What follows belongs to an exercise in optimizing a design on an open flow for a short achievable clock period and few clock cycles; a production flow would make more cautious choices. Only simulation tests tie the RTL to the original design; equivalence was not proved. Power and IR drop assume default switching activity.

==> design.v <==
package ifu_pkg;
  function automatic integer off_w(input integer line_words);
    off_w = $clog2(line_words);
  endfunction
  function automatic integer idx_w(input integer num_lines);
    idx_w = $clog2(num_lines);
  endfunction
  function automatic integer tag_w(input integer num_lines,
                                   input integer line_words);
    tag_w = 30 - off_w(line_words) - idx_w(num_lines);
  endfunction
endpackage
module icache_dm
#(
  parameter int unsigned  NUM_LINES  = 16,
  parameter int unsigned  LINE_WORDS = 4,
  localparam int unsigned OFF_W      = ifu_pkg::off_w(LINE_WORDS),
  localparam int unsigned IDX_W      = ifu_pkg::idx_w(NUM_LINES),
  localparam int unsigned TAG_W      = ifu_pkg::tag_w(NUM_LINES, LINE_WORDS),
  localparam int unsigned NW         = NUM_LINES * LINE_WORDS
) (
  input  logic             clock,
  input  logic             reset,
  input  logic [29:0]      i_lk_addr,     
  output logic             o_lk_hit,      
  output logic             o_lk_present,  
  output logic [31:0]      o_lk_data,
  input  logic             i_alloc_en,
  input  logic [IDX_W-1:0] i_alloc_index,
  input  logic [TAG_W-1:0] i_alloc_tag,
  input  logic [NW-1:0]    i_dw_sel,
  input  logic [31:0]      i_dw_data,
  input  logic             i_pr_en,
  input  logic [IDX_W-1:0] i_pr_index,
  input  logic [OFF_W-1:0] i_pr_word,
  input  logic             i_flush_all
);
  logic [NUM_LINES-1:0] r_valid;
  logic [NW-1:0]        r_present;
  logic [TAG_W-1:0]     r_tag  [NUM_LINES];
  logic [31:0]          r_data [NW];
  logic [IDX_W-1:0]     w_lk_index;
  logic [TAG_W-1:0]     w_lk_tag;
  logic [NUM_LINES-1:0] w_tag_eq;
  logic [NUM_LINES-1:0] w_idx_oh;
  assign w_lk_index = i_lk_addr[OFF_W+IDX_W-1:OFF_W];
  assign w_lk_tag   = i_lk_addr[29:OFF_W+IDX_W];
  always_comb begin
    for (int i = 0; i < NUM_LINES; i++) begin
      w_tag_eq[i] = r_valid[i] && (r_tag[i] == w_lk_tag);
      w_idx_oh[i] = (w_lk_index == IDX_W'(i));
    end
  end
  assign o_lk_hit     = |(w_tag_eq & w_idx_oh);
  assign o_lk_present = r_present[i_lk_addr[OFF_W+IDX_W-1:0]];
  always_comb begin
    o_lk_data = '0;
    for (int i = 0; i < NUM_LINES; i++)
      o_lk_data = o_lk_data
                | ({32{w_idx_oh[i]}} & r_data[i * LINE_WORDS + int'(i_lk_addr[OFF_W-1:0])]);
  end
  always_ff @(posedge clock or posedge reset) begin
    if (reset) begin
      r_valid <= '0;
    end else if (i_flush_all) begin
      r_valid <= '0;
    end else if (i_alloc_en) begin
      r_valid[i_alloc_index] <= 1'b1;
    end
  end
  always_ff @(posedge clock or posedge reset) begin
    if (reset) begin
      r_present <= '0;
    end else begin
      for (int i = 0; i < NW; i++) begin
        if (i_alloc_en && (i_alloc_index == IDX_W'(i / LINE_WORDS)))
          r_present[i] <= 1'b0;
        if (i_pr_en && ({i_pr_index, i_pr_word} == (IDX_W+OFF_W)'(i)))
          r_present[i] <= 1'b1;
      end
    end
  end
  always_ff @(posedge clock) begin
    if (i_alloc_en) r_tag[i_alloc_index] <= i_alloc_tag;
    for (int i = 0; i < NW; i++)
      if (i_dw_sel[i]) r_data[i] <= i_dw_data;
  end
endmodule
module ifu_line_fetch
#(
  parameter int unsigned NUM_LINES  = 16,
  parameter int unsigned LINE_WORDS = 4,
  parameter int unsigned CNT_W      = 16
) (
  input  logic             clock,
  input  logic             reset,
  input  logic [31:0]      pc,
  input  logic             reqValid,
  output logic             respValid,
  output logic [31:0]      inst,
  input  logic             flush,
  output logic             busy,
  output logic [31:0]      io_addr,
  output logic             io_reqValid,
  input  logic             io_respValid,
  input  logic [31:0]      io_rdata,
  output logic [CNT_W-1:0] hit_count,
  output logic [CNT_W-1:0] miss_count
);
  localparam int unsigned OFF_W  = ifu_pkg::off_w(LINE_WORDS);
  localparam int unsigned IDX_W  = ifu_pkg::idx_w(NUM_LINES);
  localparam int unsigned TAG_W  = ifu_pkg::tag_w(NUM_LINES, LINE_WORDS);
  localparam int unsigned LINE_W = 30 - OFF_W;
  localparam int unsigned SLOT_W = IDX_W + OFF_W;
  localparam int unsigned NW     = NUM_LINES * LINE_WORDS;
  logic             r_pend;        
  logic             r_miss_wait;   
  logic [29:0]      r_pc;          
  logic             r_resp_valid;
  logic [31:0]      r_inst;
  logic [CNT_W-1:0] r_hit_count, r_miss_count;
  logic             r_missed;      
  logic [CNT_W-1:0] r_hit_prev;    
  logic             r_busy;
  logic              r_ref_idle;    
  logic              r_ref_active;
  logic              r_io_req;      
  logic [29:0]       r_io_addr;     
  logic [LINE_W-1:0] r_ref_line;    
  logic [OFF_W-1:0]  r_ref_beat;    
  logic [OFF_W-1:0]  r_ref_cnt;     
  logic              r_alloc;       
  logic [NW-1:0]     r_slot_oh;     
  logic              w_new, w_hit, w_miss, w_present, w_ready, w_fwd;
  logic              w_rd_done, w_last, w_pend_resp, w_new_resp, w_start_wait;
  logic              w_pend_next, w_active_next;
  logic [31:0]       w_lk_data;
  logic [29:0]       w_addr;
  logic [CNT_W-1:0]  w_hit_inc, w_miss_inc;
  logic [LINE_W-1:0] w_line_next;
  logic [OFF_W-1:0]  w_beat_next;
  logic [NW-1:0]     w_dw_sel;
  logic              w_unused;
  assign r_ref_active = !r_ref_idle;
  assign w_unused = ^pc[1:0];
  assign w_addr   = pc[31:2];
  assign w_dw_sel = r_ref_active ? r_slot_oh : '0;
  icache_dm #(
    .NUM_LINES  (NUM_LINES),
    .LINE_WORDS (LINE_WORDS)
  ) u_icache (
    .clock         (clock),
    .reset         (reset),
    .i_lk_addr     (w_addr),
    .o_lk_hit      (w_hit),
    .o_lk_present  (w_present),
    .o_lk_data     (w_lk_data),
    .i_alloc_en    (r_alloc),
    .i_alloc_index (r_ref_line[IDX_W-1:0]),
    .i_alloc_tag   (r_ref_line[LINE_W-1:IDX_W]),
    .i_dw_sel      (w_dw_sel),
    .i_dw_data     (io_rdata),
    .i_pr_en       (w_rd_done),
    .i_pr_index    (r_ref_line[IDX_W-1:0]),
    .i_pr_word     (r_ref_beat),
    .i_flush_all   (flush)
  );
  assign w_rd_done = r_ref_active && io_respValid;
  assign w_fwd     = w_rd_done && ({r_ref_line[IDX_W-1:0], r_ref_beat} == w_addr[SLOT_W-1:0]);
  assign w_last    = w_rd_done && (r_ref_cnt == OFF_W'(LINE_WORDS - 1));
  assign w_new        = reqValid && !r_pend;
  assign w_miss       = w_new && (flush || !w_hit);
  assign w_ready      = w_present || w_fwd;
  assign w_new_resp   = w_new && !flush && w_hit && w_ready;
  assign w_pend_resp  = r_pend && !r_miss_wait && w_fwd;
  assign w_start_wait = r_miss_wait && w_last;
  assign w_pend_next  = w_new ? !w_new_resp : (r_pend && !w_pend_resp);
  assign w_hit_inc  = (r_hit_count  == '1) ? r_hit_count  : r_hit_count  + 1'b1;
  assign w_miss_inc = (r_miss_count == '1) ? r_miss_count : r_miss_count + 1'b1;
  always_comb begin
    w_line_next   = r_ref_line;
    w_beat_next   = r_ref_beat;
    w_active_next = r_ref_active;
    if (!r_ref_active) begin
      w_line_next   = w_addr[29:OFF_W];
      w_beat_next   = w_addr[OFF_W-1:0];
      w_active_next = w_miss || r_miss_wait;
    end else if (w_start_wait) begin
      w_line_next = r_pc[29:OFF_W];
      w_beat_next = r_pc[OFF_W-1:0];
    end else if (w_rd_done) begin
      w_beat_next = r_ref_beat + 1'b1;
      if (w_last) w_active_next = 1'b0;
    end
  end
  always_ff @(posedge clock or posedge reset) begin
    if (reset) begin
      r_pend       <= 1'b0;
      r_miss_wait  <= 1'b0;
      r_pc         <= '0;
      r_resp_valid <= 1'b0;
      r_hit_count  <= '0;
      r_miss_count <= '0;
      r_missed     <= 1'b0;
      r_hit_prev   <= '0;
      r_busy       <= 1'b0;
      r_ref_idle   <= 1'b1;
      r_io_req     <= 1'b0;
      r_ref_line   <= '0;
      r_ref_beat   <= '0;
      r_ref_cnt    <= '0;
      r_alloc      <= 1'b0;
      r_slot_oh    <= '0;
    end else begin
      r_resp_valid <= w_new_resp || w_pend_resp;
      if (!r_pend) r_pc <= w_addr;
      r_pend       <= w_pend_next;
      r_busy       <= w_pend_next || w_active_next;
      r_missed <= w_miss;
      if (r_missed) r_miss_count <= w_miss_inc;
      if (w_new) begin
        r_hit_count <= w_hit_inc;
        r_hit_prev  <= r_hit_count;
      end else if (r_missed) begin
        r_hit_count <= r_hit_prev;
      end
      if (w_miss && r_ref_active) r_miss_wait <= 1'b1;
      else if (w_start_wait || !r_ref_active) r_miss_wait <= 1'b0;
      r_ref_idle   <= !w_active_next;
      r_io_req     <= w_active_next;
      r_ref_line   <= w_line_next;
      r_ref_beat   <= w_beat_next;
      r_alloc      <= (!r_ref_active && w_active_next) || w_start_wait;
      if (!r_ref_active || w_start_wait) r_ref_cnt <= '0;
      else if (w_rd_done) r_ref_cnt <= r_ref_cnt + 1'b1;
      for (int i = 0; i < NW; i++)
        r_slot_oh[i] <= ({w_line_next[IDX_W-1:0], w_beat_next} == SLOT_W'(i));
    end
  end
  always_ff @(posedge clock) begin
    r_inst    <= w_fwd ? io_rdata : w_lk_data;
    r_io_addr <= {w_line_next, w_beat_next};
  end
  assign respValid   = r_resp_valid;
  assign inst        = r_inst;
  assign busy        = r_busy;
  assign io_reqValid = r_io_req;
  assign io_addr     = {r_io_addr, 2'b00};
  assign hit_count   = r_hit_count;
  assign miss_count  = r_miss_count;
endmodule
==> run.sh <==
#!/bin/bash
# synth_recipe.tcl (not shown) runs the flow's synth.tcl, then flattens the netlist and writes it again
# the make line also repeats each setting of config.mk as NAME=value (left out here)
make -C /OpenROAD-flow-scripts/flow DESIGN_CONFIG=/design/flow/config.mk WORK_HOME=/design/flow/orfs CLKGATE_MAP_FILE= SYNTH_SCRIPT=/design/flow/synth_recipe.tcl finish
==> config.mk <==
export PLATFORM = sky130hd
export DESIGN_NAME = ifu_line_fetch
export DESIGN_NICKNAME = ifu_line_fetch
export VERILOG_FILES = /design/flow/design.v
export SDC_FILE = /design/flow/constraint.sdc
export NUM_CORES = 4
export LEC_CHECK = 0
export ABC_CLOCK_PERIOD_IN_PS = 2500
export CAP_MARGIN = 20
export CORE_MARGIN = 2
export CORE_UTILIZATION = 40
export SETUP_SLACK_MARGIN = 2.0
export SLEW_MARGIN = 20
==> constraint.sdc <==
create_clock -name core_clock -period 4.0 [get_ports {clock}]
set_input_delay 0.8000 -clock core_clock [delete_from_list [all_inputs] [get_ports {clock}]]
set_output_delay 0.8000 -clock core_clock [all_outputs]
set_load 0.01 [all_outputs]
==> results.json, run 1 <==
{
  "synth_cell_types": 58,
  "die_y_um": 517,
  "vdd_ir_drop_max_uv": 484,
  "endpoint_kind": "register",
  "root_buffer": "clkbuf_16",
  "clock_skew_ns": 0.101,
  "rows": 188,
  "utilization_pct": 49.4,
  "fin_hold_ws_ns": 0.367,
  "drtIter0Drc": 8430,
  "place_congestion": 0.845,
  "total_power_mw": 73.9,
  "layout_commonest_cell": "edfxtp_1",
  "max_clock_freq_ghz": 0.401,
  "ys_seq_area_share_pct": 76.7,
  "final_nets": 6180,
  "crit_required_ns": 4.80,
  "seqCellArea_um2": 81000,
  "status": "finished clean",
  "max_slew_margin_pct": 16.9,
  "fill_cells": 21100,
  "finalSetupViolCount": 0,
  "grt_pass1_vias": 57000,
  "cts_buffers": 301,
  "ys_seq_elements": 2756,
  "overflow": 0,
  "worst_setup_path_start_kind": "primary input",
  "vias": 58900,
  "io_pins": 168,
  "grt.total_usage_pct": 24.8,
  "yosys_warnings": 3,
  "async_flop_share_pct": 9.51,
  "htreeDepth": 5,
  "cts_hold_buf": 0,
  "dieArea_um2": 267000,
  "fin_tns_setup_ns": 0,
  "clk_pin_slew_ns": 0.06,
  "multi_input_area_um2": 25600,
  "finalCriticalPeriod_ns": 2.49,
  "tightest_slew_ns": 1.25,
  "dr.pass1.iters": 6,
  "rsz0062_at_grt": "yes",
  "slew_violations": 0,
  "hold_path.class": "in -> async",
  "finalNonFillerCells": 9842,
  "power.density_nw_per_um2": 571,
  "io_buffers": 163,
  "cellLeakagePower_nw": 42.6,
  "final_cell_mix": "2,432 x edfxtp_1, 528 x mux4_2, 375 x xnor2_1",
  "critical_path_class": "in -> reg",
  "crit_fanout": 7,
  "hold_viol": 0,
  "synth_area_um2": 105000,
  "fp.coreArea_um2": 262000,
  "hpwl_mm": 173,
  "antenna_left": 0,
  "arrival_ns": 3.29,
  "start_util_pct": 40.2,
  "syn_to_final_growth_pct": 22.8,
  "syn_avg_cell_area_um2": 19.9,
  "fin_crit_sh_pct": 62.3,
  "drc_errors": 0,
  "clock_path_buffers": 4,
  "maxCapViolCount": 0,
  "cts_tree": "built",
  "viasPerCell": 5.98,
  "routedWlPerCell_um": 34.7,
  "antenna_found_initial": 17,
  "syn_inst": 5306,
  "clock-sinks": 2756,
  "die_x_um": 517,
  "clk_latency_ns": 0.96,
  "drt_wl_total_mm": 341,
  "drive_above_1_share_pct": 34.2,
  "synth_edf_count": 2432,
  "synth_ff_type": "edfxtp_1",
  "grt_max_degree": 69,
  "numPlacedInstances": 8980,
  "grt_pass1_wl_mm": 458
}
==> metal layers <==
metal | part of all wire, % | vias to the layer above | GRT usage, %
li1 | - | 23000 | -
met1 | 39 | 31800 | 34.2
met2 | 48 | 3541 | 39.7
met3 | 10 | 587 | 4.97
met4 | 3.4 | 8 | 7.94
met5 | 0.014 | - | 0
==> through the flow <==
step | cell area (um2) | setup slack [ns]
after global placement | 113000 | 0.0562
after floorplan | 106000 | -0.255
after global routing | 129000 | 1.42
after CTS | 127000 | 1.58
final | 129000 | 1.51
after detailed placement | 113000 | 0.0916
==> worst paths after layout <==
kind	from	to	slack, ns	cells past startpoint
hold / removal	reset	u_icache.r_valid[0]	0.37	2
hold reg to reg	r_hit_prev[1]	r_hit_prev[1]	0.47	2
max in group asynchronous	reset	r_ref_line[3]	2.77	3
setup reg to reg	u_icache.r_tag[6][9]	r_busy	1.55	9
setup / recovery	pc[20]	r_busy	1.51	11
min in group core_clock	io_rdata[2]	u_icache.r_data[2][2]	0.40	1
==> repair_timing <==
item                                    in CTS  in global routing
buffers inserted                           229                 69
gates resized for setup                   1019                249
gates cloned                                23                 10
pin swaps                                   98                 69
endpoints found under the setup margin    2618                715
hold endpoints to repair                     0                  0
==> Yosys cell counts, types with 2 or more instances <==
library cell,count,share of area [%]
or4_1,17,0.12
nand3_1,37,0.18
dfrtp_1,261,6.2
a31o_2,2,0.017
o31a_1,2,0.017
a21oi_1,62,0.29
buf_6,17,0.18
xnor2_2,2,0.031
ha_1,12,0.14
nand2b_1,6,0.036
edfxtp_1,2432,69
nor3_1,16,0.076
inv_1,35,0.12
a22oi_1,286,2.0
a221oi_1,3,0.025
xor2_1,18,0.15
and2_1,6,0.036
or2_2,2,0.012
mux2i_1,7,0.067
buf_4,9,0.064
clkbuf_1,126,0.45
mux2_2,31,0.33
o22ai_1,2,0.012
o31ai_1,3,0.021
buf_1,23,0.082
o21ai_0,80,0.38
mux4_2,528,11
nor4_1,25,0.15
and3_1,6,0.036
dfxtp_1,62,1.2
a31oi_1,4,0.024
a211oi_1,4,0.029
nand2_1,245,0.87
xnor2_1,390,3.2
buf_2,103,0.49
nor2b_1,70,0.42
nor2_1,191,0.68
nand4_1,161,0.96
==> critical path, stage by stage <==
cell and delay [ns]:
clkdlybuf4s50_1 0.48, buf_6 0.16, buf_4 0.13, xnor2_1 0.12
nand4_1 0.12, or4_4 0.48, nor4_4 0.30, nor4_2 0.08
a41o_4 0.33, o21bai_4 0.19, o21ai_1 0.08
==> report_power, final <==
part	total, mW	internal [mW]	switching (mW)
registers	36.1	34.2	1.91
clock network	27.1	16.0	11.1
logic	10.7	4.12	6.55
total	73.9	54.3	19.6
==> sequential cells by signal, indices dropped and copies added, names as in the netlist, 2 cells and up <==
register and count:
r_ref_line 28, r_inst 32, u_icache.r_present 64, u_icache.r_valid 16, r_hit_count 16, r_pc 30, r_hit_prev 16, r_ref_beat 2
r_slot_oh 64, r_miss_count 16, r_io_addr 30, u_icache.r_tag 384, r_ref_cnt 2, u_icache.r_data 2048
==> layout make-up <==
cell class / instances / share of cell area (%)
Sequential cell: 2756 / 62.6
Multi-Input combinational cell: 2242 / 19.8
Timing Repair Buffer: 759 / 6.73
Clock buffer: 389 / 6.31
Tap cell: 3515 / 3.40
Clock inverter: 135 / 1.04
Inverter: 35 / 0.124
Timing Repair inverter: 4 / 0.0232
Antenna cell: 7 / 0.0135
==> cells by family after synthesis <==
group           synth area share (%)
compound gates                  2.96
xor+xnor                        3.42
fa+ha+maj                      0.143
buf+inv                         1.41
flops                           76.7
mux                             11.7
other cells                  0.00356
simple gates                    3.64
Testbench counts, summed over its fixed seeds: cycles 6,397.
==> run 2: changes to the inputs <==
--- a/design.v
+++ b/design.v
@@ -25,8 +25,7 @@
   output logic             o_lk_hit,      
   output logic             o_lk_present,  
   output logic [31:0]      o_lk_data,
-  input  logic             i_alloc_en,
-  input  logic [IDX_W-1:0] i_alloc_index,
+  input  logic [NUM_LINES-1:0] i_alloc_line,
   input  logic [TAG_W-1:0] i_alloc_tag,
   input  logic [NW-1:0]    i_dw_sel,
   input  logic [31:0]      i_dw_data,
@@ -64,8 +63,8 @@
       r_valid <= '0;
     end else if (i_flush_all) begin
       r_valid <= '0;
-    end else if (i_alloc_en) begin
-      r_valid[i_alloc_index] <= 1'b1;
+    end else begin
+      r_valid <= r_valid | i_alloc_line;
     end
   end
   always_ff @(posedge clock or posedge reset) begin
@@ -73,7 +72,7 @@
       r_present <= '0;
     end else begin
       for (int i = 0; i < NW; i++) begin
-        if (i_alloc_en && (i_alloc_index == IDX_W'(i / LINE_WORDS)))
+        if (i_alloc_line[i / LINE_WORDS])
           r_present[i] <= 1'b0;
         if (i_pr_en && ({i_pr_index, i_pr_word} == (IDX_W+OFF_W)'(i)))
           r_present[i] <= 1'b1;
@@ -81,7 +80,8 @@
     end
   end
   always_ff @(posedge clock) begin
-    if (i_alloc_en) r_tag[i_alloc_index] <= i_alloc_tag;
+    for (int i = 0; i < NUM_LINES; i++)
+      if (i_alloc_line[i]) r_tag[i] <= i_alloc_tag;
     for (int i = 0; i < NW; i++)
       if (i_dw_sel[i]) r_data[i] <= i_dw_data;
   end
@@ -122,8 +122,7 @@
   logic             r_missed;      
   logic [CNT_W-1:0] r_hit_prev;    
   logic             r_busy;
-  logic              r_ref_idle;    
-  logic              r_ref_active;
+  logic              r_ref_active;  
   logic              r_io_req;      
   logic [29:0]       r_io_addr;     
   logic [LINE_W-1:0] r_ref_line;    
@@ -131,9 +130,11 @@
   logic [OFF_W-1:0]  r_ref_cnt;     
   logic              r_alloc;       
   logic [NW-1:0]     r_slot_oh;     
+  logic [NUM_LINES-1:0] r_line_oh;   
   logic              w_new, w_hit, w_miss, w_present, w_ready, w_fwd;
   logic              w_rd_done, w_last, w_pend_resp, w_new_resp, w_start_wait;
-  logic              w_pend_next, w_active_next;
+  logic              w_pend_next, w_active_next, w_io_req_next, w_busy_next, w_slot_hit;
+  logic [NW-1:0]     w_slot_next;
   logic [31:0]       w_lk_data;
   logic [29:0]       w_addr;
   logic [CNT_W-1:0]  w_hit_inc, w_miss_inc;
@@ -141,7 +142,6 @@
   logic [OFF_W-1:0]  w_beat_next;
   logic [NW-1:0]     w_dw_sel;
   logic              w_unused;
-  assign r_ref_active = !r_ref_idle;
   assign w_unused = ^pc[1:0];
   assign w_addr   = pc[31:2];
   assign w_dw_sel = r_ref_active ? r_slot_oh : '0;
@@ -155,8 +155,7 @@
     .o_lk_hit      (w_hit),
     .o_lk_present  (w_present),
     .o_lk_data     (w_lk_data),
-    .i_alloc_en    (r_alloc),
-    .i_alloc_index (r_ref_line[IDX_W-1:0]),
+    .i_alloc_line  (r_alloc ? r_line_oh : '0),
     .i_alloc_tag   (r_ref_line[LINE_W-1:IDX_W]),
     .i_dw_sel      (w_dw_sel),
     .i_dw_data     (io_rdata),
@@ -166,7 +165,8 @@
     .i_flush_all   (flush)
   );
   assign w_rd_done = r_ref_active && io_respValid;
-  assign w_fwd     = w_rd_done && ({r_ref_line[IDX_W-1:0], r_ref_beat} == w_addr[SLOT_W-1:0]);
+  assign w_slot_hit = r_ref_active && ({r_ref_line[IDX_W-1:0], r_ref_beat} == w_addr[SLOT_W-1:0]);
+  assign w_fwd      = w_slot_hit && io_respValid;
   assign w_last    = w_rd_done && (r_ref_cnt == OFF_W'(LINE_WORDS - 1));
   assign w_new        = reqValid && !r_pend;
   assign w_miss       = w_new && (flush || !w_hit);
@@ -193,6 +193,20 @@
       if (w_last) w_active_next = 1'b0;
     end
   end
+  assign w_io_req_next = r_io_req ? !(w_last && !r_miss_wait) : (w_miss || r_miss_wait);
+  assign w_busy_next   = r_busy ? !(w_last && !r_miss_wait) : (w_miss || r_miss_wait);
+  always_comb begin
+    for (int i = 0; i < NW; i++) begin
+      if (!r_ref_active)
+        w_slot_next[i] = (w_addr[SLOT_W-1:0] == SLOT_W'(i));
+      else if (w_start_wait)
+        w_slot_next[i] = (r_pc[SLOT_W-1:0] == SLOT_W'(i));
+      else if (w_rd_done)
+        w_slot_next[i] = r_slot_oh[(i & ~(LINE_WORDS - 1)) | ((i - 1) & (LINE_WORDS - 1))];
+      else
+        w_slot_next[i] = r_slot_oh[i];
+    end
+  end
   always_ff @(posedge clock or posedge reset) begin
     if (reset) begin
       r_pend       <= 1'b0;
@@ -204,18 +218,19 @@
       r_missed     <= 1'b0;
       r_hit_prev   <= '0;
       r_busy       <= 1'b0;
-      r_ref_idle   <= 1'b1;
+      r_ref_active <= 1'b0;
       r_io_req     <= 1'b0;
       r_ref_line   <= '0;
       r_ref_beat   <= '0;
       r_ref_cnt    <= '0;
       r_alloc      <= 1'b0;
       r_slot_oh    <= '0;
+      r_line_oh    <= '0;
     end else begin
       r_resp_valid <= w_new_resp || w_pend_resp;
       if (!r_pend) r_pc <= w_addr;
       r_pend       <= w_pend_next;
-      r_busy       <= w_pend_next || w_active_next;
+      r_busy       <= w_busy_next;
       r_missed <= w_miss;
       if (r_missed) r_miss_count <= w_miss_inc;
       if (w_new) begin
@@ -226,15 +241,20 @@
       end
       if (w_miss && r_ref_active) r_miss_wait <= 1'b1;
       else if (w_start_wait || !r_ref_active) r_miss_wait <= 1'b0;
-      r_ref_idle   <= !w_active_next;
-      r_io_req     <= w_active_next;
+      r_ref_active <= w_active_next;
+      r_io_req     <= w_io_req_next;
       r_ref_line   <= w_line_next;
       r_ref_beat   <= w_beat_next;
       r_alloc      <= (!r_ref_active && w_active_next) || w_start_wait;
       if (!r_ref_active || w_start_wait) r_ref_cnt <= '0;
       else if (w_rd_done) r_ref_cnt <= r_ref_cnt + 1'b1;
-      for (int i = 0; i < NW; i++)
-        r_slot_oh[i] <= ({w_line_next[IDX_W-1:0], w_beat_next} == SLOT_W'(i));
+      r_slot_oh    <= w_slot_next;
+      for (int i = 0; i < NUM_LINES; i++) begin
+        if (!r_ref_active)
+          r_line_oh[i] <= (w_addr[SLOT_W-1:OFF_W] == IDX_W'(i));
+        else if (w_start_wait)
+          r_line_oh[i] <= (r_pc[SLOT_W-1:OFF_W] == IDX_W'(i));
+      end
     end
   end
   always_ff @(posedge clock) begin
==> results.json, run 2 <==
{
  "die_y_um": 525,
  "htreeDepth": 5,
  "synth_common_cells": "2,432 x edfxtp_1, 528 x mux4_2, 396 x xnor2_1",
  "placed_area_um2": 116000,
  "dr.pass1.iters": 10,
  "maxCapViolCount": 0,
  "hold_viol": 0,
  "clk_latency_ns": 0.88,
  "met2_wirelength_mm": 171,
  "drive_above_1_share_pct": 32.9,
  "tightest_slew_ns": 1.24,
  "drt_wl_total_mm": 385,
  "hpwl_mm": 182,
  "endpoint_kind": "register",
  "overflow": 0,
  "status": "finished clean",
  "drtIter0Drc": 11100,
  "fin_tns_setup_ns": 0,
  "largestRegisters": "u_icache.r_data (2048), u_icache.r_tag (384)",
  "antenna_left": 0,
  "fin_crit_sh_pct": 58.1,
  "synth_area_leader_cell": "edfxtp_1",
  "hold_path.class": "in -> reg",
  "place_ws_ns": 0.140,
  "clk_pin_slew_ns": 0.06,
  "syn_avg_cell_area_um2": 18.8,
  "drt-met1-wl_mm": 144,
  "synth_area_um2": 108000,
  "finalSetupViolCount": 0,
  "synth_ff_type": "edfxtp_1",
  "root_buffer": "clkbuf_16",
  "crit_fanout": 7,
  "fp.coreArea_um2": 270000,
  "post-synth-top-count-cell": "edfxtp_1",
  "final_nets": 6579,
  "ys_seq_area_share_pct": 74.9,
  "crit_start": "pc[21]",
  "top_register": "u_icache.r_data",
  "max_clock_freq_ghz": 0.430,
  "async_flop_share_pct": 10.0,
  "reg2reg_slack_ns": 1.74,
  "worstReg2RegStart": "u_icache.r_tag[5][12]",
  "rows": 191,
  "wl_met3_mm": 49.8,
  "synth_edf_count": 2432,
  "fill_cells": 21800,
  "power.density_nw_per_um2": 696,
  "utilization_pct": 49.2,
  "worst_setup_path_start_kind": "primary input",
  "total_power_mw": 92.4,
  "vias": 65500,
  "clock_skew_ns": 0.0704,
  "yosys_warnings": 4,
  "slew_violations": 0,
  "max_slew_margin_pct": 17.3,
  "rsz0062_at_grt": "yes",
  "yosysTopAreaCellShare_pct": 67.3,
  "syn_to_final_growth_pct": 22.5,
  "cellLeakagePower_nw": 44.4,
  "layout_commonest_cell": "edfxtp_1",
  "final_cell_mix": "2,432 x edfxtp_1, 528 x mux4_2, 316 x buf_4",
  "routedWlPerCell_um": 37.4,
  "critical_path_class": "in -> reg",
  "cts_tree": "built",
  "finalCriticalPeriod_ns": 2.32,
  "synth_cell_types": 65,
  "clock-sinks": 2772,
  "io_buffers": 163,
  "hold_start": "io_rdata[24]",
  "drc_errors": 0,
  "ys_seq_elements": 2772,
  "grt_pass1_wl_mm": 515,
  "grt_pass1_vias": 62200,
  "start_util_pct": 40.1,
  "fin_hold_ws_ns": 0.350,
  "finalNonFillerCells": 10300,
  "vdd_ir_drop_max_uv": 751,
  "synth.area.top_cells": "edfxtp_1 67%, mux4_2 11%, dfrtp_1 6.4%",
  "viasPerCell": 6.35,
  "antenna_found_initial": 29,
  "crit_required_ns": 4.73,
  "finalWorstSetupSlack_ns": 1.68,
  "numPlacedInstances": 9408,
  "die_x_um": 525,
  "dieArea_um2": 275000,
  "place_congestion": 0.869,
  "arrival_ns": 3.05,
  "syn_inst": 5771,
  "grt_max_degree": 95,
  "grt.total_usage_pct": 26.9,
  "cts_buffers": 285,
  "finalInstanceArea_um2": 133000,
  "largest_reg_flops": 2048,
  "clock_path_buffers": 4,
  "routed.top_layer": "met5",
  "cts_hold_buf": 0,
  "io_pins": 168
}
## run 2: critical path, stage by stage
cell             delay, ns
clkdlybuf4s15_2       0.24
bufbuf_16             0.33
xnor2_1               0.25
nand4_1               0.20
nor4_1                0.40
a22oi_1               0.15
nand4_1               0.29
o21ai_2               0.16
o31ai_1               0.24
## run 2: final timing paths
kind	cells past startpoint	end
max in group asynchronous	3	r_slot_oh[42]
min	3	r_inst[24]
min in group asynchronous	2	r_hit_prev[3]
min reg2reg	2	r_hit_prev[3]
max	9	r_resp_valid
max reg2reg	7	r_resp_valid
## run 2: cells by family (layout without fill, tap and decap cells)
logic type / Yosys count / count (layout) / share of synthesized area (%)
DFF: 2772 / 2772 / 74.9
and+or+nand+nor: 955 / 974 / 4.49
AOI/OAI and AO/OA: 634 / 637 / 4.10
muxes: 569 / 569 / 11.4
buffers and inverters: 426 / 1358 / 1.80
xor gates and xnor gates: 407 / 407 / 3.29
adders and majority gates: 7 / 7 / 0.0807
other: 1 / 13 / 0.00346
## run 2: area by class of cell
type | count | area (um2) | area share [%]
Inverter | 91 | 714 | 0.538
Timing Repair inverter | 15 | 114 | 0.0857
Sequential cell | 2772 | 81400 | 61.2
Tap cell | 3570 | 4470 | 3.36
Multi-Input combinational cell | 2596 | 28000 | 21.1
Timing Repair Buffer | 742 | 9440 | 7.11
Clock inverter | 109 | 728 | 0.548
Clock buffer | 401 | 7970 | 6.00
Antenna cell | 11 | 27.5 | 0.0207
## run 2: per-layer routing
| layer | up-vias | track usage [%] |
|---|---|---|
| li1 | 25000 | - |
| met1 | 34800 | 37.8 |
| met2 | 4750 | 40.3 |
| met3 | 941 | 6.35 |
| met4 | 18 | 11.5 |
| met5 | - | 0 |
## run 2: what timing repair did
item / 4_1_cts / 5_1_grt
buffers inserted: 243 / 48
pin swaps: 122 / 128
cloned: 67 / 19
setup endpoints to repair: 2476 / 882
resized for setup: 1028 / 310
hold endpoints to repair: 0 / 0
## run 2: report_power, final
group          leakage, nW  switching, mW  internal [mW]  total, mW
Sequential            26.4           2.72           40.2       43.0
Combinational         13.8           16.7           7.37       24.1
Clock                 4.24           11.1           14.3       25.4
Total                 44.4           30.5           61.9       92.4
Testbench counts of run 2, summed over its fixed seeds: cycles 6,397.
==> run 3: changes to the inputs <==
--- a/config.mk
+++ b/config.mk
@@ -7,6 +7,8 @@
 export LEC_CHECK = 0
 export ABC_CLOCK_PERIOD_IN_PS = 2500
 export CAP_MARGIN = 20
+export CELL_PAD_IN_SITES_DETAIL_PLACEMENT = 1
+export CELL_PAD_IN_SITES_GLOBAL_PLACEMENT = 1
 export CORE_MARGIN = 2
 export CORE_UTILIZATION = 40
 export SETUP_SLACK_MARGIN = 2.0
==> results.json, run 3 <==
{
  "routedWlPerCell_um": 39.4,
  "vias": 65100,
  "hold_path.class": "in -> reg",
  "io_pins": 168,
  "place_congestion": 0.834,
  "rr_worst_depth": 9,
  "yosysTopAreaCellShare_pct": 67.3,
  "hold_viol": 0,
  "synth_common_cells": "2,432 x edfxtp_1, 528 x mux4_2, 396 x xnor2_1",
  "critical_path_class": "in -> reg",
  "io_buffers": 163,
  "drc_errors": 0,
  "synth_area_leader_cell": "edfxtp_1",
  "rsz0062_at_grt": "yes",
  "wl_met3_mm": 38.4,
  "largestRegisters": "u_icache.r_data (2048), u_icache.r_tag (384)",
  "synth_top_family_by_area": "multiplexers",
  "finalWorstSetupSlack_ns": 1.59,
  "ys_seq_area_share_pct": 74.9,
  "synthAdderAreaFrac_pct": 0.0807,
  "tightest_slew_ns": 1.12,
  "syn_to_final_growth_pct": 23.5,
  "fin_tns_setup_ns": 0,
  "worst_setup_path_start_kind": "primary input",
  "cellLeakagePower_nw": 45.1,
  "synth_edf_count": 2432,
  "grt.total_usage_pct": 28.9,
  "grt_pass1_vias": 64900,
  "antenna_found_initial": 29,
  "yosys_warnings": 4,
  "largest_reg_flops": 2048,
  "syn_avg_cell_area_um2": 18.8,
  "hold_start": "io_rdata[3]",
  "r2r_end": "r_ref_active",
  "max_slew_margin_pct": 25.2,
  "start_util_pct": 40.1,
  "synthMuxAreaShare_pct": 11.4,
  "grt_pass1_wl_mm": 549,
  "cts_hold_buf": 0,
  "arrival_ns": 3.10,
  "cts_buffers": 305,
  "status": "finished clean",
  "finalCriticalPeriod_ns": 2.41,
  "reg2reg_slack_ns": 1.64,
  "worstReg2RegStart": "u_icache.r_tag[0][20]",
  "synth_simple_gate_area_share_pct": 4.49,
  "async_flop_share_pct": 10.0,
  "clk_latency_ns": 0.90,
  "place_ws_ns": 0.0530,
  "finalNonFillerCells": 10400,
  "finalSetupViolCount": 0,
  "synth_compound_area_share_pct": 4.10,
  "synth_area_um2": 108000,
  "synthXorXnorAreaFrac_pct": 3.29,
  "die_x_um": 525,
  "crit_required_ns": 4.69,
  "grt_max_degree": 68,
  "clock_skew_ns": 0.102,
  "root_buffer": "clkbuf_16",
  "post-synth-top-count-cell": "edfxtp_1",
  "met2_wirelength_mm": 189,
  "layout_commonest_cell": "edfxtp_1",
  "dieArea_um2": 275000,
  "power.density_nw_per_um2": 711,
  "routed.top_layer": "met5",
  "dr.pass1.iters": 7,
  "endpoint_kind": "register",
  "drt-met1-wl_mm": 158,
  "overflow": 0,
  "synth.area.top_cells": "edfxtp_1 67%, mux4_2 11%, dfrtp_1 6.4%",
  "vdd_ir_drop_max_uv": 564,
  "synth_cell_types": 65,
  "syn_inst": 5771,
  "htreeDepth": 5,
  "drtIter0Drc": 9215,
  "whs_endpoint": "u_icache.r_data[58][3]",
  "numPlacedInstances": 9438,
  "antenna_left": 0,
  "top_register": "u_icache.r_data",
  "viasPerCell": 6.27,
  "maxCapViolCount": 0,
  "drive_above_1_share_pct": 33.9,
  "cts_tree": "built",
  "clock-sinks": 2772,
  "min_path_cells": 1,
  "clock_path_buffers": 4,
  "die_y_um": 525,
  "clk_pin_slew_ns": 0.06,
  "drt_wl_total_mm": 409,
  "ys_seq_elements": 2772,
  "final_nets": 6645,
  "max_clock_freq_ghz": 0.415,
  "rows": 191,
  "fill_cells": 24600,
  "fin_crit_sh_pct": 60.2,
  "crit_fanout": 6,
  "synth_ff_type": "edfxtp_1",
  "final_cell_mix": "2,432 x edfxtp_1, 528 x mux4_2, 382 x buf_4",
  "hpwl_mm": 202,
  "slew_violations": 0,
  "fp.coreArea_um2": 270000
}
## run 3: worst max path at each step
stage,startpoint,to,slack (ns),cells after the start
after floorplan,reset,r_alloc,-0.48,1
after global placement,pc[7],r_pend,0.04,11
after detailed placement,pc[7],r_pend,0.05,11
after CTS,u_icache.r_tag[7][8],r_ref_active,1.64,9
after global routing,u_icache.r_tag[0][8],r_pend,1.58,9
final,pc[5],r_ref_active,1.59,12
## run 3: routing by layer
layer  GRT usage, %  vias to the layer above
met5              0                        -
li1               -                    25100
met3           5.42                      887
met4           12.8                       14
met2           45.5                     3701
met1           39.2                    35400
## run 3: through the flow
stage | power (mW) | utilization [%] | area [um2] | hold WS (ns)
final | 95.3 | 49.6 | 134000 | 0.320
after global routing | 97.3 | 49.6 | 134000 | 0.289
after CTS | 93.9 | 48.6 | 131000 | 0.458
after detailed placement | 63.3 | 43.0 | 116000 | 0.461
after global placement | 62.5 | 43.0 | 116000 | 0.443
after floorplan | 50.7 | - | 109000 | 0.427
## run 3: final cells by class
class	instances	area (um2)	area share, %
well taps	3570	4470	3.33
repair buffers	790	9720	7.26
diodes	6	15.0	0.0112
clock buffers	435	8620	6.43
repair inverters	16	120	0.0896
flip-flops and latches	2772	81400	60.7
clock inverters	116	1050	0.784
inverters	91	612	0.457
multi-input cells	2593	28000	20.9
## run 3: worst max-delay path, cell delays in order
cell     delay [ns]
buf_12         0.11
buf_12         0.14
nor4_4         0.28
buf_4          0.19
nand4_1        0.15
nor4_4         0.35
buf_4          0.18
a22oi_2        0.07
nand4_1        0.25
nor3_4         0.12
buf_6          0.14
o41a_1         0.30
## run 3: logic make-up (layout without fill, tap and decap cells)
family          Yosys count  after routing
other cells               1              8
mux                     569            569
xor+xnor                407            407
flops                  2772           2772
compound gates          634            637
buf+inv                 426           1448
fa+ha+maj                 7              7
simple gates            955            971
## run 3: power by group
part           switching, mW  leakage [nW]  internal, mW
Clock                   11.7          4.74          16.0
Sequential              2.84          26.4          40.3
Combinational           16.9          13.9          7.60
## run 3: timing repair
action,4_1_cts,5_1_grt
setup endpoints to repair,2466,861
gates cloned,73,14
resized for setup,1009,290
pin swaps,138,91
buffers inserted,222,83
==> run 4: changes to the inputs <==
--- a/config.mk
+++ b/config.mk
@@ -8,8 +8,7 @@
 export ABC_CLOCK_PERIOD_IN_PS = 2500
 export CAP_MARGIN = 20
 export CELL_PAD_IN_SITES_DETAIL_PLACEMENT = 1
-export CELL_PAD_IN_SITES_GLOBAL_PLACEMENT = 1
 export CORE_MARGIN = 2
 export CORE_UTILIZATION = 40
-export SETUP_SLACK_MARGIN = 2.0
+export SETUP_SLACK_MARGIN = 1.8
 export SLEW_MARGIN = 20
==> results.json, run 4 <==
{
  "fill_cells": 24800,
  "maxCapViolCount": 0,
  "viasPerCell": 6.51,
  "drc_errors": 0,
  "vias": 66500,
  "drt_wl_total_mm": 409,
  "critical_path_class": "in -> reg",
  "yosysTopAreaCellShare_pct": 67.3,
  "yosys_warnings": 4,
  "cts_hold_buf": 0,
  "crit_path_frequent_cell": "buf_4",
  "crit_required_ns": 4.74,
  "synth_area_leader_cell": "edfxtp_1",
  "overflow": 0,
  "reg2reg_slack_ns": 1.54,
  "rows": 191,
  "routedWlPerCell_um": 40.0,
  "p_sw_share_pct": 33.9,
  "ys_seq_elements": 2772,
  "crit_fanout": 6,
  "path_cells": "dlygate4sd2_1 -> buf_12 -> buf_4 -> xnor2_1 -> nand4_1 -> nor4_2 -> a22oi_1 -> o211ai_1 -> nor3_2 -> buf_4 -> o41a_1",
  "antenna_found_initial": 35,
  "top_register": "u_icache.r_data",
  "antenna_left": 0,
  "fp.coreArea_um2": 270000,
  "io_pins": 168,
  "largest_reg_flops": 2048,
  "synth_cell_types": 65,
  "die_y_um": 525,
  "start_util_pct": 40.1,
  "r2r_end": "r_ref_active",
  "syn_inst": 5771,
  "htreeDepth": 5,
  "final_nets": 6503,
  "cts_tree": "built",
  "syn_avg_cell_area_um2": 18.8,
  "worst_setup_path_start_kind": "primary input",
  "vdd_ir_drop_max_uv": 706,
  "arrival_ns": 3.28,
  "die_x_um": 525,
  "hold_path.class": "in -> async",
  "fin_tns_setup_ns": 0,
  "hpwl_mm": 189,
  "path_buf_inv": 4,
  "clock-sinks": 2772,
  "hold_viol": 0,
  "grt_pass1_wl_mm": 547,
  "syn_to_final_growth_pct": 21.1,
  "worstReg2RegStart": "u_icache.r_tag[2][12]",
  "finalSetupViolCount": 0,
  "max_slew_margin_pct": 12.9,
  "drtIter0Drc": 11200,
  "cts_buffers": 286,
  "synth_ff_type": "edfxtp_1",
  "grt.total_usage_pct": 28.6,
  "place_congestion": 0.870,
  "power_frac_seq_pct": 46.6,
  "layout_commonest_cell": "edfxtp_1",
  "tightest_slew_ns": 1.31,
  "final_cell_mix": "2,432 x edfxtp_1, 528 x mux4_2, 299 x clkbuf_16, 299 x buf_4, 297 x xnor2_1",
  "slew_violations": 0,
  "clock_skew_ns": 0.0693,
  "crit_start": "pc[20]",
  "drive_above_1_share_pct": 31.7,
  "critPathTopFamily": "buffers and inverters",
  "pwr-share-comb_pct": 24.8,
  "slowest_stage": "xnor2_1",
  "ys_seq_area_share_pct": 74.9,
  "synth_edf_count": 2432,
  "clk_pin_slew_ns": 0.07,
  "p_int_mw": 61.3,
  "dieArea_um2": 275000,
  "async_flop_share_pct": 10.0,
  "max_clock_freq_ghz": 0.393,
  "grt_max_degree": 66,
  "rsz0062_at_grt": "yes",
  "clock_path_buffers": 4,
  "clk_latency_ns": 0.90,
  "io_buffers": 163,
  "largestRegisters": "u_icache.r_data (2048), u_icache.r_tag (384)",
  "dr.pass1.iters": 11,
  "power.switching_mw": 31.4,
  "cellLeakagePower_nw": 44.0,
  "status": "finished clean",
  "rr_worst_depth": 8,
  "fin_crit_sh_pct": 63.6,
  "endpoint": "r_ref_active",
  "crit_cells": 11,
  "synth.area.top_cells": "edfxtp_1 67%, mux4_2 11%, dfrtp_1 6.4%",
  "grt_pass1_vias": 65800,
  "finalCriticalPeriod_ns": 2.55,
  "fin_hold_ws_ns": 0.301,
  "power.density_nw_per_um2": 706,
  "utilization_pct": 48.6,
  "slowest_delay_ns": 0.35,
  "pwr-share-clk_pct": 28.6,
  "root_buffer": "clkbuf_16",
  "endpoint_kind": "register",
  "post-synth-top-count-cell": "edfxtp_1",
  "synth_common_cells": "2,432 x edfxtp_1, 528 x mux4_2, 396 x xnor2_1",
  "synth_area_um2": 108000
}
==> run 4: cell counts after synthesis <==
No cell type changed its count.
==> run 4: per-stage QoR <==
step / area (um2) / std cells / total power [mW] / setup WS, ns
2_1_floorplan: 109000 / 5772 / 50.7 / -0.479
3_5_place_dp: 116000 / 9376 / 62.7 / 0.130
5_1_grt: 131000 / 10200 / 94.3 / 1.54
3_3_place_gp: 116000 / 9376 / 61.8 / 0.103
4_1_cts: 129000 / 10100 / 91.4 / 1.58
6_report: 131000 / 10200 / 92.8 / 1.45
==> run 4: area by class of cell <==
| type | instances | area (um2) | share of cell area [%] |
|---|---|---|---|
| Tap cell | 3570 | 4470 | 3.40 |
| Multi-Input combinational cell | 2607 | 27900 | 21.2 |
| Inverter | 91 | 566 | 0.431 |
| Sequential cell | 2772 | 81300 | 61.9 |
| Clock buffer | 358 | 7660 | 5.83 |
| Antenna cell | 13 | 32.5 | 0.0248 |
| Clock inverter | 147 | 1350 | 1.02 |
| Timing Repair inverter | 9 | 62.6 | 0.0476 |
| Timing Repair Buffer | 660 | 8030 | 6.11 |
==> run 4: routing by layer <==
layer	global-route usage, %	vias up	part of all wire [%]
met1	38.6	35300	36
met3	8.01	1189	13
li1	-	24800	-
met5	0.277	-	0.052
met2	42.7	5212	44
met4	14.0	22	6.1
==> run 4: power by group through the flow <==
stage	sequential, mW	combinational, mW	clock, mW
after floorplan	42.4	8.26	0
after global placement	42.8	19.0	0
after detailed placement	43.4	19.4	0
after CTS	43.0	21.8	26.6
after global routing	43.6	23.0	27.7
final	43.2	23.0	26.5
==> run 4: worst min path at each step <==
| stage | from | end | slack (ns) | cells past startpoint |
|---|---|---|---|---|
| final | reset | u_icache.r_present[30] | 0.30 | 2 |
| after global placement | r_hit_prev[10] | r_hit_prev[10] | 0.44 | 2 |
| after detailed placement | r_hit_prev[10] | r_hit_prev[10] | 0.46 | 2 |
| after CTS | r_hit_prev[10] | r_hit_prev[10] | 0.47 | 2 |
| after global routing | reset | u_icache.r_present[13] | 0.32 | 2 |
| after floorplan | r_hit_prev[10] | r_hit_prev[10] | 0.43 | 2 |
==> run 4: cell families (layout without fill, tap and decap cells) <==
family                   after synthesis  count (layout)  synth area share, %
other                                  1              15              0.00346
AND/OR/NAND/NOR                      955             986                 4.49
flip-flops                          2772            2772                 74.9
adder cells (fa/ha/maj)                7               7               0.0807
multiplexers                         569             569                 11.4
AO/OA/AOI/OAI                        634             636                 4.10
buffers and inverters                426            1265                 1.80
XOR/XNOR                             407             407                 3.29
==> run 4: timing repair <==
item / CTS / global route
resized for setup: 840 / 294
setup endpoints to repair: 1982 / 516
hold endpoints to repair: 0 / 0
pin swaps: 91 / 92
buffers inserted: 167 / 73
gates cloned: 80 / 10

## re-timing with driven ports
In the flow no input, the clock included, has a driving cell. The finished layouts below were timed again as built, in two steps.
Step 1: set_driving_cell puts a clkbuf_16 on clock and a buf_2 on each other input, an assumption about the parent block.
Step 2 moves the port delays by t, midway between the first and last clock arrival at a register: inputs arrive t later, outputs are due t later. That takes back most of the time a late clock gives input paths.
Slacks: ideal / step 1 / step 2; pairs: ideal / step 1.
run | t, ns | slack for setup (ns) | hold WS [ns] | worst setup path after step 2 | pins driven straight from the clock port
run 1 | 1.000 | 1.507 / 1.550 / 0.558 | 0.367 / 0.303 / 0.468 | input to register | 1
run 2 | 0.936 | 1.677 / 1.597 / 0.660 | 0.350 / 0.274 / 0.466 | input to register | 1
run 3 | 0.960 | 1.592 / 1.594 / 0.682 | 0.320 / 0.255 / 0.470 | input to register | 1
run 4 | 0.964 | 1.454 / 1.515 / 0.551 | 0.301 / 0.228 / 0.467 | input to register | 1
After both steps every run listed still meets setup and hold. The setup slack of run 2, which loses most, moves by -0.080 ns with the drivers and by -1.017 ns with both steps.
